Context: an optimization exercise on an open-source flow, tuned for small area, a short achievable clock period and few clock cycles per item. The choices shown serve that exercise and are no tape-out recipe.
RTL that was checked went through simulation tests only; none was proved equivalent to the original.
Function not checked in runs 1, 4 and 5: the RTL went through the layout flow alone.
Power is estimated from default activity; no workload was simulated.

<file path="flow/config.mk">
export PLATFORM = sky130hd
export DESIGN_NAME = exec_unit
export DESIGN_NICKNAME = exec_unit
export VERILOG_FILES = /design/flow/design.v
export SDC_FILE = /design/flow/constraint.sdc
export NUM_CORES = 4
export LEC_CHECK = 0
export ABC_AREA = 1
export CAP_MARGIN = 20
export CORE_MARGIN = 2
export CORE_UTILIZATION = 40
export PLACE_DENSITY = 0.6
export SETUP_SLACK_MARGIN = 5
export SLEW_MARGIN = 20
</file>
<file path="flow/constraint.sdc">
create_clock -name core_clock -period 11.0 [get_ports {clk}]
set_input_delay 2.2000 -clock core_clock [delete_from_list [all_inputs] [get_ports {clk}]]
set_output_delay 2.2000 -clock core_clock [all_outputs]
set_load 0.01 [all_outputs]
</file>
<file path="flow/design.v">
package exec_pkg;
	localparam int XLEN    = 32;
	localparam int MODE_W  = 5;
	localparam int SUB_W   = 2;
	localparam int DEST_W  = 4;
	localparam int FDEST_W = 2;
	localparam int EXC_W   = 8;
	localparam logic [MODE_W-1:0] MODE_UARITH = 5'd1;
	localparam logic [MODE_W-1:0] MODE_SARITH = 5'd2;
	localparam logic [MODE_W-1:0] MODE_SHIFT  = 5'd5;
	localparam logic [MODE_W-1:0] MODE_LOGIC  = 5'd6;
	localparam logic [MODE_W-1:0] MODE_MOVE   = 5'd9;
	localparam logic [MODE_W-1:0] MODE_CMP    = 5'd17;
	localparam logic [MODE_W-1:0] MODE_SEXT   = 5'd18;
	localparam logic [SUB_W-1:0] ARITH_ADD = 2'd0;
	localparam logic [SUB_W-1:0] ARITH_SUB = 2'd1;
	localparam logic [SUB_W-1:0] ARITH_MUL = 2'd2;
	localparam logic [SUB_W-1:0] ARITH_DIV = 2'd3;
	localparam logic [SUB_W-1:0] SH_LEFT   = 2'd0;
	localparam logic [SUB_W-1:0] SH_RIGHT  = 2'd1;
	localparam logic [SUB_W-1:0] ROT_LEFT  = 2'd2;
	localparam logic [SUB_W-1:0] ROT_RIGHT = 2'd3;
	localparam logic [SUB_W-1:0] LG_AND = 2'd0;
	localparam logic [SUB_W-1:0] LG_OR  = 2'd1;
	localparam logic [SUB_W-1:0] LG_NOT = 2'd2;
	localparam logic [SUB_W-1:0] LG_XOR = 2'd3;
	localparam logic [SUB_W-1:0] CMP_UNSIGNED = 2'd0;
	localparam logic [SUB_W-1:0] CMP_SIGNED   = 2'd1;
	localparam logic [SUB_W-1:0] SEXT_BYTE    = 2'd0;
	localparam logic [SUB_W-1:0] SEXT_HALF    = 2'd1;
	localparam int unsigned SHIFT_MAX = 32;  
	localparam int MUL_BITS_PER_STEP  = 4;   
	localparam logic [EXC_W-1:0] EXC_DIV_ZERO = 8'd5;
	localparam logic [EXC_W-1:0] EXC_SHIFT_L  = 8'd6;
	localparam logic [EXC_W-1:0] EXC_SHIFT_R  = 8'd7;
	typedef union packed {
		logic [2*XLEN-1:0] product;
		struct packed {
			logic [XLEN-1:0] remainder;  
			logic [XLEN-1:0] quotient;   
		} division;
	} wide_result_u;
endpackage
import exec_pkg::*;
module int_mul (
	input  logic [XLEN+4:0] acc,
	input  logic [XLEN:0]   m,       
	input  logic [2:0]      g0,      
	input  logic [2:0]      g1,      
	input  logic            cin,
	output logic [XLEN+4:0] sum
);
	localparam int W = XLEN + 5;
	logic [W-1:0] me, r0, r1, s, c;
	logic one0, two0, neg0, one1, two1, neg1;
	assign me = {{4{m[XLEN]}}, m};
	assign one0 = g0[1] ^ g0[0];
	assign two0 = (g0[2] & !g0[1] & !g0[0]) | (!g0[2] & g0[1] & g0[0]);
	assign neg0 = g0[2] & !(g0[1] & g0[0]);
	assign one1 = g1[1] ^ g1[0];
	assign two1 = (g1[2] & !g1[1] & !g1[0]) | (!g1[2] & g1[1] & g1[0]);
	assign neg1 = g1[2] & !(g1[1] & g1[0]);
	assign r0 = ((one0 ? me : '0) | (two0 ? (me << 1) : '0)) ^ {W{neg0}};
	assign r1 = ((((one1 ? me : '0) | (two1 ? (me << 1) : '0)) ^ {W{neg1}}) << 2) | {{(W-2){1'b0}}, neg1, neg1};
	assign s = acc ^ r0 ^ r1;
	assign c = {((acc[W-2:0] & r0[W-2:0]) | (acc[W-2:0] & r1[W-2:0]) | (r0[W-2:0] & r1[W-2:0])), neg0};
	assign sum = s + c + {{(W-1){1'b0}}, cin | neg1};
endmodule
import exec_pkg::*;
module int_div (
	input  logic [XLEN-1:0] v,
	output logic [5:0]      n
);
	always_comb begin
		n = 6'd32;
		for (int i = 0; i < XLEN; i++)
			if (v[i])
				n = 6'(XLEN - 1 - i);
	end
endmodule
import exec_pkg::*;
module int_arith (
	input  logic            do_mul,
	input  logic            do_corr,    
	input  logic            do_div,
	input  logic            do_neg,
	input  logic            neg_hi,     
	input  logic            neg_dvs,    
	input  logic            pb,         
	input  logic            hx,
	input  logic [XLEN-1:0] y_hi,
	input  logic [XLEN-1:0] y_lo,
	output logic [XLEN+4:0] acc,
	output logic [2:0]      g0,
	output logic [2:0]      g1,
	output logic            cin
);
	always_comb begin
		acc = '0;
		g0  = 3'b000;
		g1  = 3'b000;
		cin = 1'b0;
		if (do_mul || do_corr)
			acc = {{4{hx}}, hx, y_hi};
		else if (do_div)
			acc = {4'd0, y_hi, y_lo[XLEN-1]};
		else if (do_neg)
			acc = ~{5'd0, neg_hi ? y_hi : y_lo};
		if (do_mul) begin
			g0 = {y_lo[1:0], pb};
			g1 = y_lo[3:1];
		end else if (do_corr)
			g0 = 3'b001;
		else if (do_div)
			g0 = neg_dvs ? 3'b001 : 3'b110;
		cin = do_neg;
	end
endmodule
import exec_pkg::*;
module exec_simple (
	input  logic [MODE_W-1:0] mode,
	input  logic [SUB_W-1:0]  sub_op,
	input  logic [XLEN-1:0]   x1,
	input  logic [XLEN-1:0]   x2,
	input  logic [XLEN-1:0]   rot,      
	input  logic [XLEN-1:0]   spill,    
	output logic [XLEN-1:0]   y_lo,
	output logic [XLEN-1:0]   y_hi
);
	logic ext, sub, nz1, nz2, eq, lt, flag0;
	logic is_arith, is_shift, is_logic, use_sum;
	logic [XLEN:0] sum;
	logic [3:0] tt;            
	logic [XLEN-1:0] fill;     
	logic fill_bit;
	assign is_arith = (mode == MODE_UARITH) || (mode == MODE_SARITH);
	assign is_shift = (mode == MODE_SHIFT);
	assign is_logic = (mode == MODE_LOGIC);
	assign use_sum  = is_arith && !sub_op[1];
	assign ext = mode[4] ? sub_op[0] : mode[1];
	assign sub = mode[4] | sub_op[0];
	assign sum = {ext & x1[XLEN-1], x1} + ({ext & x2[XLEN-1], x2} ^ {(XLEN+1){sub}}) + {{XLEN{1'b0}}, sub};
	assign nz1 = (x1 != '0);
	assign nz2 = (x2 != '0);
	assign eq  = (x1 == x2);
	assign lt  = sum[XLEN] && !sub_op[1];
	always_comb begin
		case (sub_op)
			LG_AND:  flag0 = nz1 && nz2;
			LG_OR:   flag0 = nz1 || nz2;
			LG_NOT:  flag0 = !nz2;
			default: flag0 = nz1 ^ nz2;
		endcase
	end
	always_comb begin
		tt = 4'b0000;
		case (mode)
			MODE_UARITH, MODE_SARITH: tt = 4'b1100;    
			MODE_LOGIC: begin
				case (sub_op)
					LG_AND:  tt = 4'b1000;
					LG_OR:   tt = 4'b1110;
					LG_NOT:  tt = 4'b0101;
					default: tt = 4'b0110;
				endcase
			end
			MODE_MOVE: tt = 4'b1010;
			MODE_SEXT: tt = sub_op[1] ? 4'b0000 : 4'b1010;
			default: ;
		endcase
	end
	assign fill_bit = sub_op[0] ? x2[15] : x2[7];
	assign fill = (mode == MODE_SEXT && !sub_op[1]) ?
		(sub_op[0] ? {{16{1'b1}}, 16'd0} : {{24{1'b1}}, 8'd0}) : '0;
	always_comb begin
		for (int i = 0; i < XLEN; i++)
			y_lo[i] = fill[i] ? fill_bit : tt[{x1[i], x2[i]}];
		y_hi = '0;
		if (use_sum) begin
			y_lo = sum[XLEN-1:0];
			y_hi = (!mode[1] && !sub_op[0]) ? {{(XLEN-1){1'b0}}, sum[XLEN]} : {XLEN{sum[XLEN]}};
		end else if (is_shift) begin
			y_lo = sub_op[1] ? rot : (rot & ~spill);
			y_hi = rot & spill;
		end else if (is_logic) begin
			y_hi[0] = flag0;
		end else if (mode == MODE_CMP) begin
			y_hi[0] = eq;
			y_hi[1] = lt;
		end
	end
endmodule
import exec_pkg::*;
module exec_unit (
	input  logic               clk,
	input  logic               rst,
	input  logic               in_valid,
	output logic               in_ready,
	input  logic [MODE_W-1:0]  mode,
	input  logic [SUB_W-1:0]   sub_op,
	input  logic [XLEN-1:0]    x1,
	input  logic [XLEN-1:0]    x2,
	input  logic [DEST_W-1:0]  dest_sel,
	input  logic [FDEST_W-1:0] flag_sel,
	output logic               out_valid,
	input  logic               out_ready,
	output logic [XLEN-1:0]    y_lo,
	output logic [XLEN-1:0]    y_hi,
	output logic [DEST_W-1:0]  dest,
	output logic [FDEST_W-1:0] flag_dest,
	output logic               exc,
	output logic [EXC_W-1:0]   exc_code
);
	localparam logic [2:0] ST_MUL = 3'd0, ST_MAG = 3'd1, ST_NORM = 3'd2, ST_DIV = 3'd3,
		ST_FIXQ = 3'd4, ST_FIXR = 3'd5, ST_CORR = 3'd6;
	logic busy, accept;
	logic [2:0] st;
	logic [4:0] cnt;
	logic [XLEN-1:0] b;       
	logic bs;                 
	logic hx;                 
	logic pb, corr, neg_q, neg_r;
	logic [1:0] code_lo;
	logic is_arith, sgn, is_mul, is_div, div_zero, sh_bad, raise, long_op, known;
	assign is_arith = (mode == MODE_UARITH) || (mode == MODE_SARITH);
	assign sgn      = (mode == MODE_SARITH);
	assign is_mul   = is_arith && (sub_op == ARITH_MUL);
	assign is_div   = is_arith && (sub_op == ARITH_DIV);
	assign div_zero = is_div && (x2 == '0);
	assign sh_bad   = (mode == MODE_SHIFT) && ((x2[XLEN-1:6] != '0) || (x2[5] && (x2[4:0] != '0)));
	assign raise    = div_zero || sh_bad;
	assign long_op  = is_mul || (is_div && !div_zero);
	assign known    = is_arith || (mode == MODE_SHIFT) || (mode == MODE_LOGIC) ||
		(mode == MODE_MOVE) || (mode == MODE_CMP) || (mode == MODE_SEXT);
	assign in_ready = !busy && (!out_valid || out_ready);
	assign accept   = in_valid && in_ready;
	logic [5:0] norm_amt, lza, lzb_raw, lzb, th_amt;
	logic [4:0] rot_amt;
	logic [XLEN-1:0] rot_src, rot, therm, spill, simple_lo, simple_hi;
	logic [2*XLEN-1:0] rot2;
	assign rot_src = busy ? y_lo : x1;
	assign rot_amt = busy ? norm_amt[4:0] : (sub_op[0] ? 5'd0 - x2[4:0] : x2[4:0]);
	assign rot2    = {rot_src, rot_src} << rot_amt;
	assign rot     = rot2[2*XLEN-1:XLEN];
	assign th_amt  = busy ? {1'b0, norm_amt[4:0]} : x2[5:0];
	always_comb begin
		for (int i = 0; i < XLEN; i++)
			therm[i] = (6'(i) < th_amt);
		for (int i = 0; i < XLEN; i++)
			spill[i] = (!busy && sub_op[0]) ? therm[XLEN-1-i] : therm[i];
	end
	exec_simple u_simple (
		.mode   (mode),
		.sub_op (sub_op),
		.x1     (x1),
		.x2     (x2),
		.rot    (rot),
		.spill  (spill),
		.y_lo   (simple_lo),
		.y_hi   (simple_hi)
	);
	logic last, do_mul, do_div, do_neg, do_corr;
	logic [XLEN+4:0] acc_in, sum;
	logic [2:0] g0, g1;
	logic cin;
	assign last    = (cnt == 5'd0);
	assign do_mul  = (st == ST_MUL);
	assign do_corr = (st == ST_CORR);
	assign do_div  = (st == ST_DIV);
	assign do_neg  = (st == ST_MAG) || (st == ST_FIXQ) || (st == ST_FIXR);
	int_arith u_sel (
		.do_mul  (do_mul),
		.do_corr (do_corr),
		.do_div  (do_div),
		.do_neg  (do_neg),
		.neg_hi  (st == ST_FIXR),
		.neg_dvs (bs),
		.pb      (pb),
		.hx      (hx),
		.y_hi    (y_hi),
		.y_lo    (y_lo),
		.acc     (acc_in),
		.g0      (g0),
		.g1      (g1),
		.cin     (cin)
	);
	int_mul u_add (
		.acc (acc_in),
		.m   ({bs, b}),
		.g0  (g0),
		.g1  (g1),
		.cin (cin),
		.sum (sum)
	);
	int_div u_lza (.v(y_lo), .n(lza));
	int_div u_lzb (.v(b ^ {XLEN{bs}}), .n(lzb_raw));
	assign lzb      = lzb_raw[5] ? 6'd31 : lzb_raw;
	assign norm_amt = 6'd31 + lza - lzb;  
	logic [2:0] st_fix;
	assign st_fix = neg_q ? ST_FIXQ : ST_FIXR;
	always_ff @(posedge clk) begin
		if (rst) begin
			busy      <= 1'b0;
			out_valid <= 1'b0;
		end else begin
			if (out_valid && out_ready)
				out_valid <= 1'b0;
			if (accept) begin
				busy      <= long_op;
				out_valid <= !long_op;
			end else if (busy) begin
				if ((do_mul && last && !corr) || do_corr ||
					(((st == ST_NORM && lza > lzb) || (do_div && last)) && !neg_q && !neg_r) ||
					(st == ST_FIXQ && !neg_r) || st == ST_FIXR) begin
					busy      <= 1'b0;
					out_valid <= 1'b1;
				end
			end
		end
	end
	always_ff @(posedge clk) begin
		if (accept) begin
			y_lo      <= raise ? '0 : simple_lo;
			y_hi      <= raise ? '0 : simple_hi;
			hx        <= 1'b0;
			b         <= x2;
			bs        <= sgn && x2[XLEN-1];
			pb        <= 1'b0;
			corr      <= !sgn && x1[XLEN-1];
			neg_q     <= sgn && (x1[XLEN-1] ^ x2[XLEN-1]);
			neg_r     <= sgn && x1[XLEN-1];
			cnt       <= 5'd7;
			st        <= is_mul ? ST_MUL : (sgn && x1[XLEN-1]) ? ST_MAG : ST_NORM;
			dest      <= (raise || !known) ? '0 : dest_sel;
			flag_dest <= (raise || !known) ? '0 : flag_sel;
			exc       <= raise;
			code_lo   <= div_zero ? 2'd1 : sub_op[0] ? 2'd3 : 2'd2;
		end else if (busy) begin
			case (st)
				ST_MUL: begin
					{hx, y_hi} <= sum[XLEN+4:4];
					y_lo       <= {sum[3:0], y_lo[XLEN-1:4]};
					pb         <= y_lo[3];
					cnt        <= cnt - 5'd1;
					if (last)
						st <= ST_CORR;
				end
				ST_MAG: begin
					y_lo <= sum[XLEN-1:0];
					st   <= ST_NORM;
				end
				ST_NORM: begin
					if (lza > lzb) begin
						y_hi <= y_lo;
						y_lo <= '0;
						st   <= st_fix;
					end else begin
						y_hi <= rot & spill;
						y_lo <= rot & ~spill;
						cnt <= 5'(lzb - lza);
						st  <= ST_DIV;
					end
				end
				ST_DIV: begin
					y_hi <= sum[XLEN+4] ? {y_hi[XLEN-2:0], y_lo[XLEN-1]} : sum[XLEN-1:0];
					y_lo <= {y_lo[XLEN-2:0], !sum[XLEN+4]};
					cnt  <= cnt - 5'd1;
					if (last)
						st <= st_fix;
				end
				ST_FIXQ: begin
					y_lo <= sum[XLEN-1:0];
					st   <= ST_FIXR;
				end
				ST_FIXR, ST_CORR: y_hi <= sum[XLEN-1:0];
				default: ;
			endcase
		end
	end
	assign exc_code = exc ? {5'd0, 1'b1, code_lo} : '0;
endmodule
</file>
<file path="flow/run.sh">
#!/bin/bash
# synth_recipe.tcl (not shown) runs the flow's synth.tcl, then flattens the netlist and writes it again
# the make line also repeats each setting of config.mk as NAME=value (left out here)
make -C /OpenROAD-flow-scripts/flow DESIGN_CONFIG=/design/flow/config.mk WORK_HOME=/design/flow/orfs CLKGATE_MAP_FILE= SYNTH_SCRIPT=/design/flow/synth_recipe.tcl finish
</file>
==> reports/metrics.yaml, run 1 <==
timing:
  maxSlewViolCount: 0
  hold_viol_final: 0
  finalCritPeriodShare: 0.556
  finClkSkew_ns: 0.0128
  max_clock_freq_ghz: 0.164
  tns_ns: 0
  finalSetupViolations: 0
  period_minus_slack_ns: 6.11
  worst_slew_pin_slew_ns: 1.07
  slew_headroom: 0.286
  rsz0062_at_grt: "yes"
detailed_routing:
  viasPerCell: 6.08
  drt-pass1-iter-count: 6
  num_vias: 25900
  post-route-drc-count: 0
  wl_mm: 109
  wl_per_cell_um: 25.6
  antenna_left: 0
  drtIter0Drc: 3836
clocking:
  cts-root-buf: "clkbuf_16"
  clkTransAtPathRegs_ns: 0.07
  htreeDepth: 4
  clock-sinks: 121
  cts_buffers: 17
  cts_tree: "yes"
  clock_latency_ns: 0.46
  clock_path_buffers: 2
cells_and_area:
  drive_gt1_frac: 0.145
  final_nets: 3766
  layout.cells.non_filler: 4264
  area_delta_synth_final_pct: 23.1
synthesis:
  synth_edf_count: 112
  synth-seq-cells: 121
  async_flop_share: 0
  synthFlopType: "edfxtp_1"
  syn_area_um2: 21300
  synthTopCellsByArea: "edfxtp_1 (16%), nand2_1 (13%), inv_1 (8.9%), o21ai_0 (8.1%), xor2_1 (5.8%)"
  ys_types: 69
  synth_top_area_frac: 0.158
  synth_common_cells: "nand2_1 (742), inv_1 (503), o21ai_0 (346), nor2_1 (245), a21oi_1 (239)"
  yosysSeqAreaShare: 0.167
  synth_most_common_cell: "nand2_1"
  yosysWarnings: 4
  synth_area_leader_cell: "edfxtp_1"
  syn-instance-count: 3436
  avgSynthCellArea_um2: 6.19
global_routing:
  grt_max_degree: 70
  grt_usage: 0.367
  grt_pass1_wl_mm: 152
  grt_pass1_vias: 22900
  grt-ovfl-total: 0
  antenna_found_initial: 2
worst_setup_path:
  worstSetupPathType: "reg -> reg"
  crit_buf_inv: 5
  crit_family: "compound AO/OA/AOI/OAI gates"
  cp_data_required_time_ns: 11.20
  cp.arrival_ns: 6.32
  crit_path_top_delay_cell: "a31oi_1"
  critPathMostFrequentCell: "nand2_1"
  slowest_delay_ns: 0.53
  worstPathMaxFanout: 17
  worstSetupEndpointType: "flip-flop"
  start_kind: "flip-flop"
floorplan:
  start_util: 0.405
  placementRows: 84
  die_w_um: 235
  die_h_um: 235
  core_um2: 52600
  io_pins: 162
  dieArea_um2: 55100
placed_design:
  dp.cells: 4151
  hpwl_mm: 82.2
  port_buffers: 156
  gp_congestion: 1.04
pwr:
  fin_total_pwr_mw: 6.33
  max-vdd-ir-drop_v: 0.000160
  p_per_area_nw_per_um2: 242
  p_leak_nw: 11.7
flow_run:
  maxCapViolations: 0
hold_path:
  hold_path_class: "reg -> reg"
run_status:
  status: "finished clean"
## stage by stage
| step | hold slack (ns) | utilization | instance area, µm² | worst slack, ns |
|---|---|---|---|---|
| floorplan | 0.453 | - | 21300 | 5.41 |
| global placement | 0.479 | 0.444 | 23300 | 3.54 |
| detailed placement | 0.489 | 0.444 | 23300 | 3.54 |
| CTS | 0.503 | 0.463 | 24300 | 4.90 |
| global route | 0.535 | 0.498 | 26200 | 4.55 |
| finish | 0.507 | 0.498 | 26200 | 4.89 |
## repair_timing
action / in CTS / in global routing
pin swaps: 4 / 87
cloned: 3 / 12
endpoints found under the hold margin: 0 / 0
gates resized for setup: 91 / 323
endpoints found under the setup margin: 64 / 64
hold buffers: 0 / 0
buffers inserted: 8 / 56
## power breakdown
group / total (mW) / switching, mW / internal [mW]
registers: 0.893 / 0.219 / 0.674
clock network: 0.621 / 0.278 / 0.343
logic: 4.81 / 3.22 / 1.60
total: 6.33 / 3.71 / 2.62
## per-layer routing
layer | GRT usage | up-vias | share of wire
li1 | - | 11900 | -
met1 | 0.487 | 12000 | 0.40
met2 | 0.549 | 1713 | 0.42
met3 | 0.0746 | 361 | 0.11
met4 | 0.219 | 0 | 0.072
met5 | 0 | - | 0
## logic make-up after synthesis
kind of cell / Yosys count / share of synthesized area
adder cells (fa/ha/maj): 123 / 0.0864
multiplexers: 5 / 0.00235
AO/OA/AOI/OAI: 1090 / 0.304
other: 1 / 0.000176
AND/OR/NAND/NOR: 1190 / 0.228
XOR/XNOR: 188 / 0.0774
flip-flops: 121 / 0.167
buffers and inverters: 718 / 0.135
## placed cells by master, fill, tap and decap left out, types with 15 or more instances in the layout
cell / n
nand2_1: 701
o21ai_1: 90
xnor2_1: 46
fa_1: 39
clkbuf_16: 27
o22ai_1: 104
nor4_1: 28
a31oi_1: 22
a21oi_1: 224
a21oi_2: 20
clkdlybuf4s50_1: 151
buf_12: 15
xor2_1: 135
inv_2: 37
o211ai_1: 47
o21ai_0: 284
o221ai_1: 54
ha_1: 81
nor3_1: 18
o31ai_1: 26
buf_4: 91
o21ai_2: 95
o21ai_4: 26
inv_1: 484
nor2_1: 220
nor2_2: 20
edfxtp_1: 112
nand4_1: 16
nand2_2: 37
nand3_1: 99
## registers in the layout, indices dropped and copies added (netlist names), 2 cells and up
signal,flops
cnt,5
dest,4
st,3
flag_dest,2
code_lo,2
y_hi,32
b,32
y_lo,32
## path summary, 6_finish.rpt
check             startpoint  cells after the start  endpoint  slack (ns)
hold reg to reg           hx                      2        hx        0.51
hold / removal            hx                      2        hx        0.51
setup reg to reg       st[0]                     30  y_lo[31]        4.89
setup / recovery       st[0]                     30  y_lo[31]        4.89
## final cells by class
class                   count  area [µm²]
fillers                  5530       26400
multi-input cells        2602       16200
flip-flops and latches    121        3540
repair buffers            286        2970
inverters                 533        2040
well taps                 688         861
clock buffers              17         425
clock inverters            15         181
repair inverters            1        8.76
diodes                      1        2.50
## worst reg2reg max path, delay by kind of cell (launching register included)
kind,cells,cell delay (ns)
fa+ha+maj,2,0.81
buf+inv,5,0.74
simple gates,13,1.74
xor+xnor,1,0.21
compound gates,9,1.97
flops,1,0.42
==> run 2: changes to the inputs <==
--- a/flow/design.v
+++ b/flow/design.v
@@ -212,8 +212,6 @@
 	output logic [EXC_W-1:0]   exc_code
 );
-	localparam logic [2:0] ST_MUL = 3'd0, ST_MAG = 3'd1, ST_NORM = 3'd2, ST_DIV = 3'd3,
-		ST_FIXQ = 3'd4, ST_FIXR = 3'd5, ST_CORR = 3'd6;
+	logic s_mul, s_corr, s_mag, s_norm, s_div, s_fixq, s_fixr;
 	logic busy, accept;
-	logic [2:0] st;
 	logic [4:0] cnt;
 	logic [XLEN-1:0] b;       
@@ -238,9 +236,12 @@
 	logic [4:0] rot_amt;
 	logic [XLEN-1:0] rot_src, rot, therm, spill, simple_lo, simple_hi;
-	logic [2*XLEN-1:0] rot2;
+	logic [XLEN-1:0] r0, r1, r2, r3;
 	assign rot_src = busy ? y_lo : x1;
 	assign rot_amt = busy ? norm_amt[4:0] : (sub_op[0] ? 5'd0 - x2[4:0] : x2[4:0]);
-	assign rot2    = {rot_src, rot_src} << rot_amt;
-	assign rot     = rot2[2*XLEN-1:XLEN];
+	assign r0  = rot_amt[0] ? {rot_src[XLEN-2:0], rot_src[XLEN-1]} : rot_src;
+	assign r1  = rot_amt[1] ? {r0[XLEN-3:0], r0[XLEN-1:XLEN-2]} : r0;
+	assign r2  = rot_amt[2] ? {r1[XLEN-5:0], r1[XLEN-1:XLEN-4]} : r1;
+	assign r3  = rot_amt[3] ? {r2[XLEN-9:0], r2[XLEN-1:XLEN-8]} : r2;
+	assign rot = rot_amt[4] ? {r3[XLEN-17:0], r3[XLEN-1:XLEN-16]} : r3;
 	assign th_amt  = busy ? {1'b0, norm_amt[4:0]} : x2[5:0];
 	always_comb begin
@@ -265,8 +266,8 @@
 	logic cin;
 	assign last    = (cnt == 5'd0);
-	assign do_mul  = (st == ST_MUL);
-	assign do_corr = (st == ST_CORR);
-	assign do_div  = (st == ST_DIV);
-	assign do_neg  = (st == ST_MAG) || (st == ST_FIXQ) || (st == ST_FIXR);
+	assign do_mul  = s_mul;
+	assign do_corr = s_corr;
+	assign do_div  = s_div;
+	assign do_neg  = s_mag || s_fixq || s_fixr;
 	int_arith u_sel (
 		.do_mul  (do_mul),
@@ -274,5 +275,5 @@
 		.do_div  (do_div),
 		.do_neg  (do_neg),
-		.neg_hi  (st == ST_FIXR),
+		.neg_hi  (s_fixr),
 		.neg_dvs (bs),
 		.pb      (pb),
@@ -297,6 +298,7 @@
 	assign lzb      = lzb_raw[5] ? 6'd31 : lzb_raw;
 	assign norm_amt = 6'd31 + lza - lzb;  
-	logic [2:0] st_fix;
-	assign st_fix = neg_q ? ST_FIXQ : ST_FIXR;
+	logic qz, div_end;
+	assign qz      = (lza > lzb);    
+	assign div_end = (s_norm && qz) || (s_div && last);
 	always_ff @(posedge clk) begin
 		if (rst) begin
@@ -310,7 +312,6 @@
 				out_valid <= !long_op;
 			end else if (busy) begin
-				if ((do_mul && last && !corr) || do_corr ||
-					(((st == ST_NORM && lza > lzb) || (do_div && last)) && !neg_q && !neg_r) ||
-					(st == ST_FIXQ && !neg_r) || st == ST_FIXR) begin
+				if ((s_mul && last && !corr) || s_corr || (div_end && !neg_q && !neg_r) ||
+					(s_fixq && !neg_r) || s_fixr) begin
 					busy      <= 1'b0;
 					out_valid <= 1'b1;
@@ -321,4 +322,23 @@
 	always_ff @(posedge clk) begin
 		if (accept) begin
+			s_mul  <= is_mul;
+			s_mag  <= is_div && !div_zero && sgn && x1[XLEN-1];
+			s_norm <= is_div && !div_zero && !(sgn && x1[XLEN-1]);
+			s_corr <= 1'b0;
+			s_div  <= 1'b0;
+			s_fixq <= 1'b0;
+			s_fixr <= 1'b0;
+		end else if (busy) begin
+			s_mul  <= s_mul && !last;
+			s_corr <= s_mul && last && corr;
+			s_mag  <= 1'b0;
+			s_norm <= s_mag;
+			s_div  <= (s_norm && !qz) || (s_div && !last);
+			s_fixq <= div_end && neg_q;
+			s_fixr <= (div_end && !neg_q && neg_r) || (s_fixq && neg_r);
+		end
+	end
+	always_ff @(posedge clk) begin
+		if (accept) begin
 			y_lo      <= raise ? '0 : simple_lo;
 			y_hi      <= raise ? '0 : simple_hi;
@@ -331,5 +351,4 @@
 			neg_r     <= sgn && x1[XLEN-1];
 			cnt       <= 5'd7;
-			st        <= is_mul ? ST_MUL : (sgn && x1[XLEN-1]) ? ST_MAG : ST_NORM;
 			dest      <= (raise || !known) ? '0 : dest_sel;
 			flag_dest <= (raise || !known) ? '0 : flag_sel;
@@ -337,43 +356,29 @@
 			code_lo   <= div_zero ? 2'd1 : sub_op[0] ? 2'd3 : 2'd2;
 		end else if (busy) begin
-			case (st)
-				ST_MUL: begin
-					{hx, y_hi} <= sum[XLEN+4:4];
-					y_lo       <= {sum[3:0], y_lo[XLEN-1:4]};
-					pb         <= y_lo[3];
-					cnt        <= cnt - 5'd1;
-					if (last)
-						st <= ST_CORR;
-				end
-				ST_MAG: begin
-					y_lo <= sum[XLEN-1:0];
-					st   <= ST_NORM;
-				end
-				ST_NORM: begin
-					if (lza > lzb) begin
-						y_hi <= y_lo;
-						y_lo <= '0;
-						st   <= st_fix;
-					end else begin
-						y_hi <= rot & spill;
-						y_lo <= rot & ~spill;
-						cnt <= 5'(lzb - lza);
-						st  <= ST_DIV;
-					end
-				end
-				ST_DIV: begin
-					y_hi <= sum[XLEN+4] ? {y_hi[XLEN-2:0], y_lo[XLEN-1]} : sum[XLEN-1:0];
-					y_lo <= {y_lo[XLEN-2:0], !sum[XLEN+4]};
-					cnt  <= cnt - 5'd1;
-					if (last)
-						st <= st_fix;
-				end
-				ST_FIXQ: begin
-					y_lo <= sum[XLEN-1:0];
-					st   <= ST_FIXR;
+			if (s_mul) begin
+				{hx, y_hi} <= sum[XLEN+4:4];
+				y_lo       <= {sum[3:0], y_lo[XLEN-1:4]};
+				pb         <= y_lo[3];
+			end
+			if (s_mul || s_div)
+				cnt <= cnt - 5'd1;
+			if (s_mag || s_fixq)
+				y_lo <= sum[XLEN-1:0];
+			if (s_fixr || s_corr)
+				y_hi <= sum[XLEN-1:0];
+			if (s_norm) begin
+				if (qz) begin
+					y_hi <= y_lo;
+					y_lo <= '0;
+				end else begin
+					y_hi <= rot & spill;
+					y_lo <= rot & ~spill;
+					cnt  <= 5'(lzb - lza);
 				end
-				ST_FIXR, ST_CORR: y_hi <= sum[XLEN-1:0];
-				default: ;
-			endcase
+			end
+			if (s_div) begin
+				y_hi <= sum[XLEN+4] ? {y_hi[XLEN-2:0], y_lo[XLEN-1]} : sum[XLEN-1:0];
+				y_lo <= {y_lo[XLEN-2:0], !sum[XLEN+4]};
+			end
 		end
 	end
==> reports/metrics.yaml, run 2 <==
cells_and_area:
  register_area_um2: 3630  # was 3540 µm²
  n_fill_cell: 5613  # was 5530
  fin_area_um2: 25800  # was 26200 µm²
  final_cell_mix: "nand2_1 (764), inv_1 (454), o21ai_0 (321)"  # was nand2_1 (701), inv_1 (484), o21ai_0 (284)
  multi_input_area_um2: 15900  # was 16200 µm²
  area_delta_synth_final_pct: 20.2  # was 23.1%
  layout.cells.non_filler: 4317  # was 4264
  fin_util: 0.489  # was 0.498
  final_nets: 3818  # was 3766
  layout_commonest_cell: "nand2_1"  # unchanged
  drive_gt1_frac: 0.100  # was 0.145
  largestRegisters: "b (32), y_hi (32), y_lo (32)"  # unchanged
placed_design:
  gp_congestion: 1.04  # about the same
  dpl-instance-area_um2: 23500  # was 23300 µm²
  dp.cells: 4207  # was 4151
  hpwl_mm: 85.6  # was 82.2 mm
  port_buffers: 156  # unchanged
timing:
  finalCritPeriodShare: 0.537  # was 0.556
  maxSlewViolCount: 0  # unchanged
  finalSetupViolations: 0  # unchanged
  max_clock_freq_ghz: 0.169  # was 0.164 GHz
  finClkSkew_ns: 0.0143  # was 0.0128 ns
  hold_viol_final: 0  # unchanged
  rsz0062_at_grt: "yes"  # unchanged
  slew_headroom: 0.213  # was 0.286
  worst_slew_pin_slew_ns: 1.17  # was 1.07 ns
  period_minus_slack_ns: 5.91  # was 6.11 ns
  tns_ns: 0  # unchanged
synthesis:
  syn-instance-count: 3503  # was 3436
  synth-seq-cells: 125  # was 121
  syn_area_um2: 21500  # was 21300 µm²
  synthTopCellsByArea: "edfxtp_1 (16%), nand2_1 (14%), o21ai_0 (8.5%), inv_1 (8.1%), a21oi_1 (6.1%)"  # was edfxtp_1 (16%), nand2_1 (13%), inv_1 (8.9%), o21ai_0 (8.1%), xor2_1 (5.8%)
  yosysWarnings: 4  # unchanged
  synthFlopType: "edfxtp_1"  # unchanged
  synth_top_area_frac: 0.157  # was 0.158
  synth_most_common_cell: "nand2_1"  # unchanged
  synth_edf_count: 112  # unchanged
  yosysSeqAreaShare: 0.169  # was 0.167
  synth_common_cells: "nand2_1 (774), inv_1 (464), o21ai_0 (365), a21oi_1 (263), nor2_1 (240)"  # was nand2_1 (742), inv_1 (503), o21ai_0 (346), nor2_1 (245), a21oi_1 (239)
  avgSynthCellArea_um2: 6.13  # was 6.19 µm²
  ys_types: 62  # was 69
  async_flop_share: 0  # unchanged
  synth_area_leader_cell: "edfxtp_1"  # unchanged
global_routing:
  grt_usage: 0.380  # was 0.367
  antenna_found_initial: 5  # was 2
  grt_pass1_wl_mm: 157  # was 152 mm
  grt_pass1_vias: 23600  # was 22.9k
  grt-ovfl-total: 0  # unchanged
  grt_max_degree: 68  # was 70
clocking:
  clock-sinks: 125  # was 121
  clkTransAtPathRegs_ns: 0.06  # was 0.07 ns
  cts_buffers: 17  # unchanged
  htreeDepth: 4  # unchanged
  clock_path_buffers: 2  # unchanged
  cts-root-buf: "clkbuf_16"  # unchanged
  clock_latency_ns: 0.46  # about the same
  cts_tree: "yes"  # unchanged
pwr:
  fin_total_pwr_mw: 5.24  # was 6.33 mW
  max-vdd-ir-drop_v: 0.000144  # was 0.000160 V
  p_per_area_nw_per_um2: 203  # was 242 nW/µm²
  p_leak_nw: 11.3  # was 11.7 nW
detailed_routing:
  wl_mm: 113  # was 109 mm
  drt-pass1-iter-count: 8  # was 6
  viasPerCell: 6.16  # was 6.08
  drtIter0Drc: 4248  # was 3836
  num_vias: 26600  # was 25.9k
  antenna_left: 0  # unchanged
  post-route-drc-count: 0  # unchanged
  wl_per_cell_um: 26.1  # was 25.6 µm
worst_setup_path:
  r2r_end: "y_lo[19]"  # was y_lo[31]
  start_kind: "primary input"  # was flip-flop
  rr_startpoint: "y_lo[1]"  # was st[0]
  cp_data_required_time_ns: 11.19  # was 11.20 ns
  slowest_delay_ns: 0.85  # was 0.53 ns
  cp.arrival_ns: 6.10  # was 6.32 ns
  path_cells: "clkdlybuf4s50_1 > inv_1 > nand4_1 > nor4_1 > nand2_1 > inv_2 > ha_1 > o21ai_0 > a21oi_1 > o21ai_0 > o211ai_1 > o41ai_1 > o31ai_1 > nand2_1"
  reg2reg_depth: 23  # was 30
  worstPathMaxFanout: 6  # was 17
  worstSetupEndpointType: "flip-flop"  # unchanged
  worstSetupPathType: "in -> reg"  # was reg -> reg
  r2r_slack_ns: 5.14  # was 4.89 ns
  crit_path_top_delay_cell: "nor4_1"  # was a31oi_1
hold_path:
  hp-start: "pb"  # was hx
  hold_path_class: "reg -> reg"  # unchanged
  hold_path_end: "pb"  # was hx
  holdPathStages: 2  # unchanged
floorplan:
  io_pins: 162  # unchanged
  placementRows: 84  # unchanged
  start_util: 0.407  # was 0.405
  die_h_um: 236  # was 235 µm
  dieArea_um2: 55500  # was 55100 µm²
  die_w_um: 236  # was 235 µm
  core_um2: 52800  # was 52600 µm²
run_status:
  status: "finished clean"  # unchanged
flow_run:
  maxCapViolations: 0  # unchanged
[run 2: changes by cell type in the layout (fill, tap and decap cells not counted), sizes merged, moves of 9 or more]
cell    previous run  this run
o221ai            62        15
a21oi            247       266
o311ai             4        13
inv              534       489
o211ai            47        90
o21ai            495       522
nand3            105       114
nand2            744       775
buf              120       110
o22ai            115       102
o21a               9        18
o31ai             29         9
nor2             251       242
[run 2: critical path: cells and delay by family]
| family | cells | cell delay [ns] |
|---|---|---|
| and+or+nand+nor | 4 | 1.34 |
| buffers and inverters | 3 | 1.21 |
| AOI/OAI and AO/OA | 6 | 1.19 |
| adders and majority gates | 1 | 0.15 |
[run 2: kinds of logic after synthesis]
group | Yosys count | synth area share
AO/OA/AOI/OAI | 1141 | 0.307
XOR/XNOR | 190 | 0.0775
adder cells (fa/ha/maj) | 123 | 0.0857
buffers and inverters | 683 | 0.124
flip-flops | 125 | 0.169
multiplexers | 4 | 0.00187
other | 1 | 0.000175
AND/OR/NAND/NOR | 1236 | 0.234
[run 2: routing by layer]
layer | part of all wire | track usage | up-vias
met3 | 0.11 | 0.0799 | 373
met5 | 0 | 0 | -
li1 | - | - | 12100
met2 | 0.42 | 0.575 | 1847
met1 | 0.39 | 0.490 | 12200
met4 | 0.076 | 0.248 | 0
[run 2: worst max-delay path by stage]
stage | end | from | slack [ns] | depth (start not counted)
2_1_floorplan | y_hi[30] | mode[4] | 5.41 | 24
3_3_place_gp | y_hi[4] | sub_op[0] | 3.70 | 25
3_5_place_dp | y_hi[18] | sub_op[0] | 3.58 | 25
4_1_cts | y_lo[31] | s_mul | 5.01 | 30
5_1_grt | y_lo[31] | s_mul | 4.88 | 30
6_report | y_hi[0] | x2[16] | 5.09 | 14
[run 2: timing repair]
| item | in CTS | in global routing |
|---|---|---|
| buffers inserted | 8 | 51 |
| gates cloned | 2 | 15 |
| resized for setup | 73 | 182 |
| setup endpoints to repair | 64 | 64 |
| hold buffers | 0 | 0 |
| pin swaps | 6 | 26 |
[run 2: final cells by class]
type / instances / area share
diodes: 2 / 0.000194
clock buffers: 20 / 0.0190
clock inverters: 12 / 0.00427
inverters: 490 / 0.0724
multi-input cells: 2700 / 0.618
flip-flops and latches: 125 / 0.141
well taps: 688 / 0.0334
repair buffers: 278 / 0.112
repair inverters: 2 / 0.000485
[run 2: stage by stage]
| step | worst slack, ns | hold slack [ns] |
|---|---|---|
| floorplan | 5.41 | 0.449 |
| global placement | 3.70 | 0.481 |
| detailed placement | 3.58 | 0.484 |
| CTS | 5.01 | 0.497 |
| global route | 4.88 | 0.528 |
| finish | 5.09 | 0.509 |
[run 2: report_power, final]
part           total (mW)  internal (mW)  switching, mW
Sequential          0.804          0.637          0.166
Combinational        3.85           1.29           2.56
Clock               0.587          0.329          0.258
Total                5.24           2.25           2.99
Testbench counts of run 2, summed over its fixed seeds: cycles 73,067, ops 32,000.
==> run 3: changes to the inputs <==
==> flow/flow/run.sh (new file) <==
#!/bin/bash
# The standard layout, with plain buffers on the ports
set -euo pipefail
bash standard.sh "BUFFER_PORTS_ARGS=-buffer_cell sky130_fd_sc_hd__buf_2" finish > standard_flow.log 2>&1
==> flow/standard.sh (new file) <==
#!/bin/bash
# synth_recipe.tcl (not shown) runs the flow's synth.tcl, then flattens the netlist and writes it again
# the make line also repeats each setting of config.mk as NAME=value (left out here)
make -C /OpenROAD-flow-scripts/flow DESIGN_CONFIG=/design/flow/config.mk WORK_HOME=/design/flow/orfs CLKGATE_MAP_FILE= SYNTH_SCRIPT=/design/flow/synth_recipe.tcl "${@:-finish}"
--- a/flow/config.mk
+++ b/flow/config.mk
@@ -10,4 +10,5 @@
 export CORE_MARGIN = 2
 export CORE_UTILIZATION = 40
+export CTS_BUF_LIST = sky130_fd_sc_hd__clkbuf_4 sky130_fd_sc_hd__clkbuf_8
 export PLACE_DENSITY = 0.6
 export SETUP_SLACK_MARGIN = 5
removed: flow/run.sh
==> reports/metrics.yaml, run 3 <==
floorplan:
  start_util: 0.407  # unchanged
  io_pins: 162  # unchanged
  placementRows: 84  # unchanged
  dieArea_um2: 55500  # unchanged
  die_h_um: 236  # unchanged
  core_um2: 52800  # unchanged
  die_w_um: 236  # unchanged
synthesis:
  synth_top_area_frac: 0.157  # unchanged
  synth-seq-cells: 125  # unchanged
  synthFlopType: "edfxtp_1"  # unchanged
  avgSynthCellArea_um2: 6.13  # unchanged
  yosysWarnings: 4  # unchanged
  synth_common_cells: "nand2_1 (774), inv_1 (464), o21ai_0 (365), a21oi_1 (263), nor2_1 (240)"  # unchanged
  synthTopCellsByArea: "edfxtp_1 (16%), nand2_1 (14%), o21ai_0 (8.5%), inv_1 (8.1%), a21oi_1 (6.1%)"  # unchanged
  synth_area_leader_cell: "edfxtp_1"  # unchanged
  syn-instance-count: 3503  # unchanged
  syn_area_um2: 21500  # unchanged
  yosysSeqAreaShare: 0.169  # unchanged
  ys_types: 62  # unchanged
  async_flop_share: 0  # unchanged
  synth_most_common_cell: "nand2_1"  # unchanged
  synth_edf_count: 112  # unchanged
worst_setup_path:
  worst-path-stages: 29  # was 14
  cp_data_required_time_ns: 11.35  # was 11.19 ns
  crit_buf_inv: 8  # was 3
  cp.arrival_ns: 6.18  # was 6.10 ns
  worstSetupPathType: "reg -> reg"  # was in -> reg
  worstPathMaxFanout: 34  # was 6
  slowest_delay_ns: 0.55  # was 0.85 ns
  reg2reg_depth: 29  # was 23
  crit_path_top_delay_cell: "xor2_1"  # was nor4_1
  worstSetupEndpointType: "flip-flop"  # unchanged
  crit_family: "compound AO/OA/AOI/OAI gates"  # was simple AND/OR/NAND/NOR gates
  start_kind: "flip-flop"  # was primary input
clocking:
  cts_tree: "yes"  # unchanged
  clock_path_buffers: 2  # unchanged
  clock-sinks: 125  # unchanged
  cts_buffers: 17  # unchanged
  holdBufCountCts: 0  # unchanged
  clkTransAtPathRegs_ns: 0.09  # was 0.06 ns
  htreeDepth: 4  # unchanged
  cts-root-buf: "clkbuf_8"  # was clkbuf_16
  clock_latency_ns: 0.52  # was 0.46 ns
timing:
  period_minus_slack_ns: 5.84  # was 5.91 ns
  worst_slew_pin_slew_ns: 1.10  # was 1.17 ns
  max_clock_freq_ghz: 0.171  # was 0.169 GHz
  finalCritPeriodShare: 0.531  # was 0.537
  hold_viol_final: 0  # unchanged
  maxSlewViolCount: 0  # unchanged
  tns_ns: 0  # unchanged
  finalSetupViolations: 0  # unchanged
  rsz0062_at_grt: "yes"  # unchanged
  slew_headroom: 0.265  # was 0.213
  finClkSkew_ns: 0.0175  # was 0.0143 ns
placed_design:
  port_buffers: 156  # unchanged
  gp_congestion: 1.03  # was 1.04
  hpwl_mm: 86.0  # was 85.6 mm
pwr:
  fin_total_pwr_mw: 5.03  # was 5.24 mW
  pwr-share-comb: 0.750  # was 0.735
  swShare: 0.594  # was 0.570
  max-vdd-ir-drop_v: 0.000146  # was 0.000144 V
  switching_power_mw: 2.99  # about the same
  internal-power_mw: 2.04  # was 2.25 mW
  p_seq_frac: 0.159  # was 0.153
  p_per_area_nw_per_um2: 204  # was 203 nW/µm²
  p_leak_nw: 11.1  # was 11.3 nW
  p_clk_frac: 0.092  # was 0.112
cells_and_area:
  largestRegisters: "b (32), y_hi (32), y_lo (32)"  # unchanged
  fin_util: 0.467  # was 0.489
  area_delta_synth_final_pct: 14.9  # was 20.2%
  register_area_um2: 3630  # about the same
  multi_input_area_um2: 16000  # was 15900 µm²
  final_nets: 3791  # was 3818
  n_fill_cell: 5743  # was 5613
  layout_commonest_cell: "nand2_1"  # unchanged
  drive_gt1_frac: 0.138  # was 0.100
  final_cell_mix: "nand2_1 (763), inv_1 (453), o21ai_0 (316)"  # was nand2_1 (764), inv_1 (454), o21ai_0 (321)
hold_path:
  holdPathStages: 2  # unchanged
  hold_path_class: "reg -> reg"  # unchanged
detailed_routing:
  drt-pass1-iter-count: 6  # was 8
  viasPerCell: 6.16  # about the same
  antenna_left: 0  # unchanged
  wl_per_cell_um: 26.4  # was 26.1 µm
  post-route-drc-count: 0  # unchanged
  drtIter0Drc: 3788  # was 4248
  wl_mm: 113  # about the same
  num_vias: 26400  # was 26.6k
global_routing:
  antenna_found_initial: 6  # was 5
  grt-ovfl-total: 0  # unchanged
  grt_max_degree: 82  # was 68
  grt_pass1_vias: 24100  # was 23.6k
  grt_usage: 0.384  # was 0.380
  grt_pass1_wl_mm: 159  # was 157 mm
flow_run:
  maxCapViolations: 0  # unchanged
run_status:
  status: "finished clean"  # unchanged
[run 3: changes by cell type in the layout (fill, tap and decap cells not counted), moves of 15 or more]
cell and delta:
buf_4 -26, clkbuf_8 +15, clkdlybuf4s50_1 -153, clkbuf_16 -20
buf_2 +155
[run 3: final timing paths]
path / startpoint / end / slack [ns]
max reg2reg: s_mul / y_lo[18] / 5.16
min: pb / pb / 0.51
max: s_mul / y_lo[18] / 5.16
min reg2reg: pb / pb / 0.51
[run 3: power by group through the flow]
stage          Clock [mW]  Sequential (mW)  Combinational (mW)
2_1_floorplan           0            0.744                2.16
3_3_place_gp            0            0.809                3.26
3_5_place_dp            0            0.805                3.26
4_1_cts             0.459            0.784                3.42
5_1_grt             0.472            0.797                4.04
6_report            0.461            0.798                3.77
[run 3: per-layer routing]
metal	vias to the layer above	GRT usage	routed length, µm
met4	0	0.256	8760
met2	1720	0.581	48000
met3	365	0.0915	12700
li1	12100	-	-
met5	-	0	0
met1	12300	0.485	43500
[run 3: cells by family after synthesis]
kind of cell               share of synthesized area
and+or+nand+nor                                0.234
AOI/OAI and AO/OA                              0.307
buffers and inverters                          0.124
xor gates and xnor gates                      0.0775
DFF                                            0.169
adders and majority gates                     0.0857
muxes                                        0.00187
other                                       0.000175
[run 3: layout make-up]
type                    instances  share of cell area
clock buffers                  17             0.00949
repair buffers                252              0.0763
multi-input cells            2700               0.649
flip-flops and latches        125               0.147
diodes                          1            0.000101
inverters                     490              0.0756
repair inverters                1            0.000304
clock inverters                15             0.00731
well taps                     688              0.0349
[run 3: worst register-to-register path: cells and delay by family (launching register included)]
| family | cells | cell delay (ns) |
|---|---|---|
| flip-flops | 1 | 0.45 |
| adder cells (fa/ha/maj) | 3 | 1.10 |
| AND/OR/NAND/NOR | 4 | 0.54 |
| XOR/XNOR | 2 | 0.65 |
| buffers and inverters | 8 | 0.99 |
| AO/OA/AOI/OAI | 12 | 1.94 |
[run 3: stage by stage]
step / hold slack (ns) / worst slack, ns / instances / cell area [µm²]
floorplan: 0.449 / 5.41 / 3507 / 21500
global placement: 0.480 / 3.81 / 4200 / 22700
detailed placement: 0.482 / 3.88 / 4201 / 22700
CTS: 0.504 / 4.98 / 4253 / 23500
global route: 0.552 / 4.86 / 4289 / 24700
finish: 0.508 / 5.16 / 4289 / 24700
[run 3: repair_timing]
item                                    in CTS  in global routing
gates resized for setup                     70                193
endpoints found under the setup margin      65                 64
cloned                                       1                 13
pin swaps                                    6                 25
setup buffers                               19                 22
==> run 4: changes to the inputs <==
--- a/flow/design.v
+++ b/flow/design.v
@@ -72,9 +72,31 @@
 	output logic [5:0]      n
 );
+	logic [15:0] a1; logic       c1 [16];
+	logic [7:0]  a2; logic [1:0] c2 [8];
+	logic [3:0]  a3; logic [2:0] c3 [4];
+	logic [1:0]  a4; logic [3:0] c4 [2];
 	always_comb begin
-		n = 6'd32;
-		for (int i = 0; i < XLEN; i++)
-			if (v[i])
-				n = 6'(XLEN - 1 - i);
+		for (int i = 0; i < 16; i++) begin
+			a1[i] = v[2*i+1] | v[2*i];
+			c1[i] = !v[2*i+1];
+		end
+		for (int i = 0; i < 8; i++) begin
+			a2[i] = a1[2*i+1] | a1[2*i];
+			c2[i] = a1[2*i+1] ? {1'b0, c1[2*i+1]} : {1'b1, c1[2*i]};
+		end
+		for (int i = 0; i < 4; i++) begin
+			a3[i] = a2[2*i+1] | a2[2*i];
+			c3[i] = a2[2*i+1] ? {1'b0, c2[2*i+1]} : {1'b1, c2[2*i]};
+		end
+		for (int i = 0; i < 2; i++) begin
+			a4[i] = a3[2*i+1] | a3[2*i];
+			c4[i] = a3[2*i+1] ? {1'b0, c3[2*i+1]} : {1'b1, c3[2*i]};
+		end
+		if (a4[1])
+			n = {2'b00, c4[1]};
+		else if (a4[0])
+			n = {2'b01, c4[0]};
+		else
+			n = 6'd32;
 	end
 endmodule
==> reports/metrics.yaml, run 4 <==
clocking:
  htreeDepth: 4  # unchanged
  clock_path_buffers: 2  # unchanged
  clock_latency_ns: 0.58  # was 0.52 ns
  holdBufCountCts: 0  # unchanged
  cts_tree: "yes"  # unchanged
  cts-root-buf: "clkbuf_8"  # unchanged
  clock-sinks: 125  # unchanged
  clkTransAtPathRegs_ns: 0.11  # was 0.09 ns
  cts_buffers: 17  # unchanged
timing:
  rsz0062_at_grt: "yes"  # unchanged
  hold_viol_final: 0  # unchanged
  slew_headroom: 0.298  # was 0.265
  maxSlewViolCount: 0  # unchanged
  finClkSkew_ns: 0.0264  # was 0.0175 ns
  finalCritPeriodShare: 0.534  # was 0.531
  tns_ns: 0  # unchanged
  worst_slew_pin_slew_ns: 1.05  # was 1.10 ns
  finalSetupViolations: 0  # unchanged
  period_minus_slack_ns: 5.88  # was 5.84 ns
  max_clock_freq_ghz: 0.170  # was 0.171 GHz
global_routing:
  grt_max_degree: 75  # was 82
  grt-ovfl-total: 0  # unchanged
  grt_usage: 0.417  # was 0.384
  grt_pass1_vias: 27300  # was 24.1k
  grt_pass1_wl_mm: 185  # was 159 mm
  antenna_found_initial: 15  # was 6
synthesis:
  synth-seq-cells: 125  # unchanged
  async_flop_share: 0  # unchanged
  synth_top_area_frac: 0.207  # was 0.157
  synth_area_leader_cell: "nand2_1"  # was edfxtp_1
  avgSynthCellArea_um2: 5.75  # was 6.13 µm²
  syn-instance-count: 4157  # was 3503
  synth_most_common_cell: "nand2_1"  # unchanged
  ys_types: 60  # was 62
  yosysWarnings: 8  # was 4
  syn_area_um2: 23900  # was 21500 µm²
  synth_common_cells: "nand2_1 (1320), inv_1 (533), nand3_1 (492), o21ai_0 (250), nor2_1 (249)"  # was nand2_1 (774), inv_1 (464), o21ai_0 (365), a21oi_1 (263), nor2_1 (240)
  synthTopCellsByArea: "nand2_1 (21%), edfxtp_1 (14%), nand3_1 (10%), inv_1 (8.4%), o21ai_0 (5.2%)"  # was edfxtp_1 (16%), nand2_1 (14%), o21ai_0 (8.5%), inv_1 (8.1%), a21oi_1 (6.1%)
  yosysSeqAreaShare: 0.152  # was 0.169
  synthFlopType: "edfxtp_1"  # unchanged
  synth_edf_count: 112  # unchanged
worst_setup_path:
  crit_path_top_delay_cell: "edfxtp_1"  # was xor2_1
  worstSetupPathType: "reg -> reg"  # unchanged
  path_cells: "inv_2 > nand2_1 > nor3_2 > nand2_1 > o311ai_0 > nand2_1 > inv_1 > ha_1 > inv_1 > fa_1 > nand2_1 > nand3_1 > nand2_4 > nand2_1 > nand2_1 > nand2_1 > nand3_1 > nand2_1 > nand2_1 > nand2_1 > nand3_1 > nand3_1 > nand3_1 > nand2_1"
  worstPathMaxFanout: 32  # was 34
  r2r_slack_ns: 5.12  # was 5.16 ns
  slowest_delay_ns: 0.59  # was 0.55 ns
  reg2reg_depth: 24  # was 29
  start_kind: "flip-flop"  # unchanged
  worstSetupEndpointType: "flip-flop"  # unchanged
  startpoint: "y_lo[11]"  # was s_mul
  crit_buf_inv: 3  # was 8
  crit_end: "y_lo[30]"  # was y_lo[18]
  r2r_end: "y_lo[30]"  # was y_lo[18]
  cp.arrival_ns: 6.30  # was 6.18 ns
  rr_startpoint: "y_lo[11]"  # was s_mul
  cp_data_required_time_ns: 11.42  # was 11.35 ns
  worst-path-stages: 24  # was 29
  crit_family: "simple AND/OR/NAND/NOR gates"  # was compound AO/OA/AOI/OAI gates
  critPathMostFrequentCell: "nand2_1"
cells_and_area:
  fin_util: 0.435  # was 0.467
  largestRegisters: "b (32), y_hi (32), y_lo (32)"  # unchanged
  final_cell_mix: "nand2_1 (1317), inv_1 (530), nand3_1 (491)"  # was nand2_1 (763), inv_1 (453), o21ai_0 (316)
  fin_area_um2: 25700  # was 24700 µm²
  drive_gt1_frac: 0.0867  # was 0.138
  final_nets: 4403  # was 3791
  area_delta_synth_final_pct: 7.48  # was 14.9%
  layout_commonest_cell: "nand2_1"  # unchanged
detailed_routing:
  wl_per_cell_um: 26.4  # about the same
  post-route-drc-count: 0  # unchanged
  wl_mm: 132  # was 113 mm
  num_vias: 30100  # was 26.4k
  viasPerCell: 6.04  # was 6.16
  antenna_left: 0  # unchanged
  drt-pass1-iter-count: 9  # was 6
  drtIter0Drc: 4291  # was 3788
floorplan:
  io_pins: 162  # unchanged
  dieArea_um2: 61700  # was 55500 µm²
  die_h_um: 248  # was 236 µm
  start_util: 0.405  # was 0.407
  die_w_um: 248  # was 236 µm
  core_um2: 59000  # was 52800 µm²
  placementRows: 89  # was 84
pwr:
  p_per_area_nw_per_um2: 220  # was 204 nW/µm²
  max-vdd-ir-drop_v: 0.000153  # was 0.000146 V
  p_leak_nw: 13.0  # was 11.1 nW
placed_design:
  port_buffers: 156  # unchanged
  dpl-instance-area_um2: 25000  # was 22700 µm²
  hpwl_mm: 105  # was 86.0 mm
  gp_congestion: 1.07  # was 1.03
flow_run:
  maxCapViolations: 0  # unchanged
run_status:
  status: "finished clean"  # unchanged
hold_path:
  hold_path_class: "reg -> reg"  # unchanged
[run 4: through the flow]
| step | hold WS [ns] | power [mW] | worst slack [ns] | cells |
|---|---|---|---|---|
| 3_5_place_dp | 0.484 | 4.86 | 4.51 | 4940 |
| 5_1_grt | 0.531 | 5.97 | 4.96 | 4986 |
| 4_1_cts | 0.508 | 5.35 | 5.01 | 4972 |
| 3_3_place_gp | 0.485 | 4.88 | 4.56 | 4940 |
| 2_1_floorplan | 0.464 | 3.36 | 5.98 | 4161 |
| 6_report | 0.510 | 5.66 | 5.12 | 4992 |
[run 4: cells by family (layout without fill, tap and decap cells)]
logic type / count (synthesis) / after routing / share of synthesized area
AND/OR/NAND/NOR: 2245 / 2248 / 0.402
AO/OA/AOI/OAI: 756 / 756 / 0.182
buffers and inverters: 753 / 801 / 0.131
XOR/XNOR: 154 / 154 / 0.0565
flip-flops: 125 / 125 / 0.152
adder cells (fa/ha/maj): 123 / 123 / 0.0770
other: 1 / 12 / 0.000157
[run 4: worst min-delay path by stage]
stage	cells past startpoint	slack, ns	endpoint	from
floorplan	2	0.46	cnt[0]	cnt[0]
global placement	2	0.48	s_fixr	neg_r
detailed placement	2	0.48	s_fixr	neg_r
CTS	2	0.51	s_fixr	neg_r
global route	2	0.53	s_fixr	neg_r
finish	2	0.51	s_fixr	neg_r
[run 4: layer usage]
metal,wire length (µm),GRT usage,up-vias
met3,14400,0.0837,484
met2,54600,0.619,2056
met5,11,0,-
met1,50300,0.528,13800
met4,12300,0.325,2
li1,-,-,13800
[run 4: area by class of cell]
class                           instances  area (µm²)
Multi-Input combinational cell       3286       17300
Clock inverter                         15         195
Clock buffer                           17         234
Inverter                              567        2150
Fill cell                            6674       33300
Tap cell                              773         967
Sequential cell                       125        3630
Antenna cell                            7        17.5
Timing Repair Buffer                  202        1150
[run 4: where the power goes]
part / switching, mW / leakage (nW) / internal, mW
Combinational: 3.21 / 11.6 / 1.19
Clock: 0.276 / 0.216 / 0.195
Sequential: 0.146 / 1.21 / 0.634
[run 4: timing repair]
item / in CTS / in global routing
setup buffers: 0 / 9
pin swaps: 0 / 5
gates resized for setup: 9 / 33
cloned: 0 / 3
setup endpoints to repair: 52 / 65
[run 4: worst register-to-register path, cell delays in order (launching register included)]
cell and delay [ns]:
edfxtp_1 0.59, inv_2 0.26, nand2_1 0.17, nor3_2 0.28, nand2_1 0.23, o311ai_0 0.38, nand2_1 0.19, inv_1 0.09
ha_1 0.17, inv_1 0.07, fa_1 0.50, nand2_1 0.25, nand3_1 0.27, nand2_4 0.24, nand2_1 0.22, nand2_1 0.10
nand2_1 0.09, nand3_1 0.08, nand2_1 0.10, nand2_1 0.05, nand2_1 0.23, nand3_1 0.36, nand3_1 0.17, nand3_1 0.40
nand2_1 0.25
==> run 5: changes to the inputs <==
--- a/flow/config.mk
+++ b/flow/config.mk
@@ -6,5 +6,5 @@
 export NUM_CORES = 4
 export LEC_CHECK = 0
-export ABC_AREA = 1
+export ABC_AREA = 0
 export CAP_MARGIN = 20
 export CORE_MARGIN = 2
==> reports/metrics.yaml, run 5 <==
run_status:
  status: "finished clean"  # unchanged
floorplan:
  core_um2: 53800  # was 59000 µm²
  die_w_um: 237  # was 248 µm
  io_pins: 162  # unchanged
  die_h_um: 237  # was 248 µm
  start_util: 0.405  # about the same
  placementRows: 85  # was 89
  dieArea_um2: 56300  # was 61700 µm²
synthesis:
  avgSynthCellArea_um2: 7.91  # was 5.75 µm²
  syn-instance-count: 2752  # was 4157
  synth_common_cells: "mux2i_1 (230), nand2_1 (214), nor2_1 (207), a21oi_1 (202), o21ai_0 (181)"  # was nand2_1 (1320), inv_1 (533), nand3_1 (492), o21ai_0 (250), nor2_1 (249)
  synth_top_area_frac: 0.154  # was 0.207
  ys_types: 95  # was 60
  synth_area_leader_cell: "edfxtp_1"  # was nand2_1
  yosysSeqAreaShare: 0.166  # was 0.152
  async_flop_share: 0  # unchanged
  synth_most_common_cell: "mux2i_1"  # was nand2_1
  synthTopCellsByArea: "edfxtp_1 (15%), mux2i_1 (11%), ha_1 (4.8%), a21oi_1 (4.6%), xnor2_1 (4.5%)"  # was nand2_1 (21%), edfxtp_1 (14%), nand3_1 (10%), inv_1 (8.4%), o21ai_0 (5.2%)
  syn_area_um2: 21800  # was 23900 µm²
  yosysWarnings: 8  # unchanged
  synthFlopType: "edfxtp_1"  # unchanged
  synth_edf_count: 112  # unchanged
  synth-seq-cells: 125  # unchanged
worst_setup_path:
  r2r_slack_ns: 5.00  # was 5.12 ns
  start_kind: "flip-flop"  # unchanged
  worstSetupEndpointType: "flip-flop"  # unchanged
  worstSetupPathType: "reg -> reg"  # unchanged
  cp_data_required_time_ns: 11.27  # was 11.42 ns
  cp.arrival_ns: 6.27  # was 6.30 ns
  worstPathMaxFanout: 11  # was 32
timing:
  maxSlewViolCount: 0  # unchanged
  worst_slew_pin_slew_ns: 1.23  # was 1.05 ns
  tns_ns: 0  # unchanged
  slew_headroom: 0.175  # was 0.298
  rsz0062_at_grt: "yes"  # unchanged
  hold_viol_final: 0  # unchanged
  finClkSkew_ns: 0.0207  # was 0.0264 ns
  finalCritPeriodShare: 0.545  # was 0.534
  finalSetupViolations: 0  # unchanged
  period_minus_slack_ns: 6.00  # was 5.88 ns
  max_clock_freq_ghz: 0.167  # was 0.170 GHz
placed_design:
  port_buffers: 156  # unchanged
  hpwl_mm: 80.6  # was 105 mm
  dpl-instance-area_um2: 22900  # was 25000 µm²
  gp_congestion: 1.03  # was 1.07
  dp.cells: 3423  # was 4940
detailed_routing:
  num_vias: 24300  # was 30.1k
  wl_per_cell_um: 30.7  # was 26.4 µm
  viasPerCell: 6.93  # was 6.04
  wl_mm: 108  # was 132 mm
  drtIter0Drc: 3654  # was 4291
  antenna_left: 0  # unchanged
  post-route-drc-count: 0  # unchanged
  drt-pass1-iter-count: 6  # was 9
global_routing:
  grt_pass1_vias: 22400  # was 27.3k
  grt_max_degree: 80  # was 75
  grt_usage: 0.364  # was 0.417
  grt_pass1_wl_mm: 152  # was 185 mm
  antenna_found_initial: 5  # was 15
  grt-ovfl-total: 0  # unchanged
cells_and_area:
  fin_area_um2: 24300  # was 25700 µm²
  largestRegisters: "b (32), y_hi (32), y_lo (32)"  # unchanged
  fin_util: 0.451  # was 0.435
  drive_gt1_frac: 0.167  # was 0.0867
  n_fill_cell: 5334  # was 6674
  layout_commonest_cell: "mux2i_1"  # was nand2_1
  area_delta_synth_final_pct: 11.5  # was 7.48%
  layout.cells.non_filler: 3508  # was 4992
  final_nets: 3001  # was 4403
  final_cell_mix: "mux2i_1 (219), nand2_1 (210), nor2_1 (203)"  # was nand2_1 (1317), inv_1 (530), nand3_1 (491)
clocking:
  cts-root-buf: "clkbuf_8"  # unchanged
  clock-sinks: 125  # unchanged
  clock_latency_ns: 0.53  # was 0.58 ns
  cts_tree: "yes"  # unchanged
  cts_buffers: 17  # unchanged
  clkTransAtPathRegs_ns: 0.08  # was 0.11 ns
  clock_path_buffers: 2  # unchanged
  htreeDepth: 4  # unchanged
pwr:
  p_leak_nw: 9.52  # was 13.0 nW
  max-vdd-ir-drop_v: 0.000105  # was 0.000153 V
  p_per_area_nw_per_um2: 205  # was 220 nW/µm²
flow_run:
  maxCapViolations: 0  # unchanged
hold_path:
  hold_path_class: "reg -> reg"  # unchanged
## run 5: changes by cell type after synthesis, moves of 34 or more
cell / change
a31oi_1: +34
mux2i_1: +230
and3_1: +44
nand2_1: -1106
xnor2_1: +98
a221oi_1: +40
a22oi_1: +70
inv_1: -434
nor2_1: -42
xor2_1: -58
o22ai_1: -39
o21ai_0: -69
nand3_1: -428
clkbuf_1: +86
## run 5: cell families (layout without fill, tap and decap cells)
group | after synthesis | after routing | synth area share
adders and majority gates | 123 | 123 | 0.0845
AOI/OAI and AO/OA | 912 | 914 | 0.279
muxes | 298 | 298 | 0.159
DFF | 125 | 125 | 0.166
and+or+nand+nor | 763 | 766 | 0.167
other | 1 | 7 | 0.000172
buffers and inverters | 336 | 385 | 0.0660
xor gates and xnor gates | 194 | 194 | 0.0781
## run 5: final timing paths
check / cells after the start / start / to
setup / recovery: 21 / b[11] / y_hi[23]
hold / removal: 2 / cnt[4] / cnt[4]
setup reg to reg: 21 / b[11] / y_hi[23]
hold reg to reg: 2 / cnt[4] / cnt[4]
## run 5: repair_timing
| action | in CTS | in global routing |
|---|---|---|
| gates resized for setup | 47 | 75 |
| endpoints found under the setup margin | 65 | 64 |
| cloned | 5 | 4 |
| buffers inserted | 23 | 19 |
| pin swaps | 9 | 14 |
| hold endpoints to repair | 0 | 0 |
| hold buffers | 0 | 0 |
## run 5: metal layers
metal	global-route usage	part of all wire	routed length (µm)
met1	0.501	0.41	43700
met2	0.541	0.42	45200
met3	0.0600	0.11	11500
met4	0.206	0.067	7160
met5	0	0	0
## run 5: per-stage QoR
stage | worst slack, ns | total power [mW] | hold slack, ns
detailed placement | 3.13 | 4.17 | 0.489
floorplan | 5.06 | 3.00 | 0.449
CTS | 4.78 | 4.71 | 0.502
finish | 5.00 | 4.99 | 0.495
global route | 4.90 | 5.21 | 0.555
global placement | 3.24 | 4.15 | 0.472
## run 5: cell type report
type	instances	area (µm²)	share of cell area
Antenna cell	2	5.00	0.000206
Clock buffer	19	249	0.0103
Clock inverter	13	119	0.00490
Inverter	102	387	0.0159
Multi-Input combinational cell	2300	17300	0.713
Sequential cell	125	3630	0.150
Tap cell	696	871	0.0359
Timing Repair Buffer	251	1700	0.0699
## run 5: report_power, final
group / total, mW / internal [mW] / switching, mW
sequential: 0.830 / 0.632 / 0.198
clock: 0.426 / 0.184 / 0.242
combinational: 3.73 / 1.33 / 2.40
total: 4.99 / 2.15 / 2.84
## run 5: worst max-delay path, cell delays in order, from the launching register on
cell and delay [ns]:
edfxtp_1 0.51, or2_2 0.35, or4_1 0.40, o21ai_0 0.13
nand2_1 0.17, o21ai_1 0.24, a21oi_1 0.12, o21ai_1 0.27
ha_1 0.27, inv_1 0.08, fa_1 0.45, xor2_2 0.41
or2_1 0.29, o21ai_0 0.12, buf_4 0.24, nor2_4 0.22
nor2_1 0.10, o22ai_2 0.41, nand3b_1 0.18, a21oi_1 0.09
or4_1 0.44, a32o_1 0.27

afterwards: timing with drivers on the ports:
The results above use ideal ports. As a check the final layouts listed here were re-extracted and re-timed, cells and wires unchanged.
Step 1: set_driving_cell puts a clkbuf_16 on clk and a buf_2 on each other input, an assumption about the parent block.
Step 2 moves the port delays by t, midway between the first and last clock arrival at a register: inputs arrive t later, outputs are due t later. That takes back most of the time a late clock gives input paths.
Slacks: no drivers / after step 1 / after step 2; pairs: no drivers / after step 1.
run | shift t [ns] | slack for setup (ns) | worst hold slack (ns) | worst data-port slew with drivers (ns)
run 1 | 0.516 | 4.886 / 4.886 / 4.418 | 0.507 / 0.507 / 0.507 | 0.05
run 2 | 0.506 | 5.088 / 5.122 / 4.615 | 0.509 / 0.509 / 0.509 | 0.07
run 3 | 0.562 | 5.162 / 5.162 / 4.652 | 0.508 / 0.508 / 0.508 | 0.07
run 4 | 0.620 | 5.124 / 5.124 / 4.660 | 0.510 / 0.510 / 0.510 | 0.08
run 5 | 0.569 | 5.002 / 5.002 / 4.744 | 0.495 / 0.495 / 0.495 | 0.07
After both steps setup and hold are still met in every run listed. For run 3, which loses most, drivers alone change the setup slack by 0.000 ns; drivers and shift together by -0.510 ns.
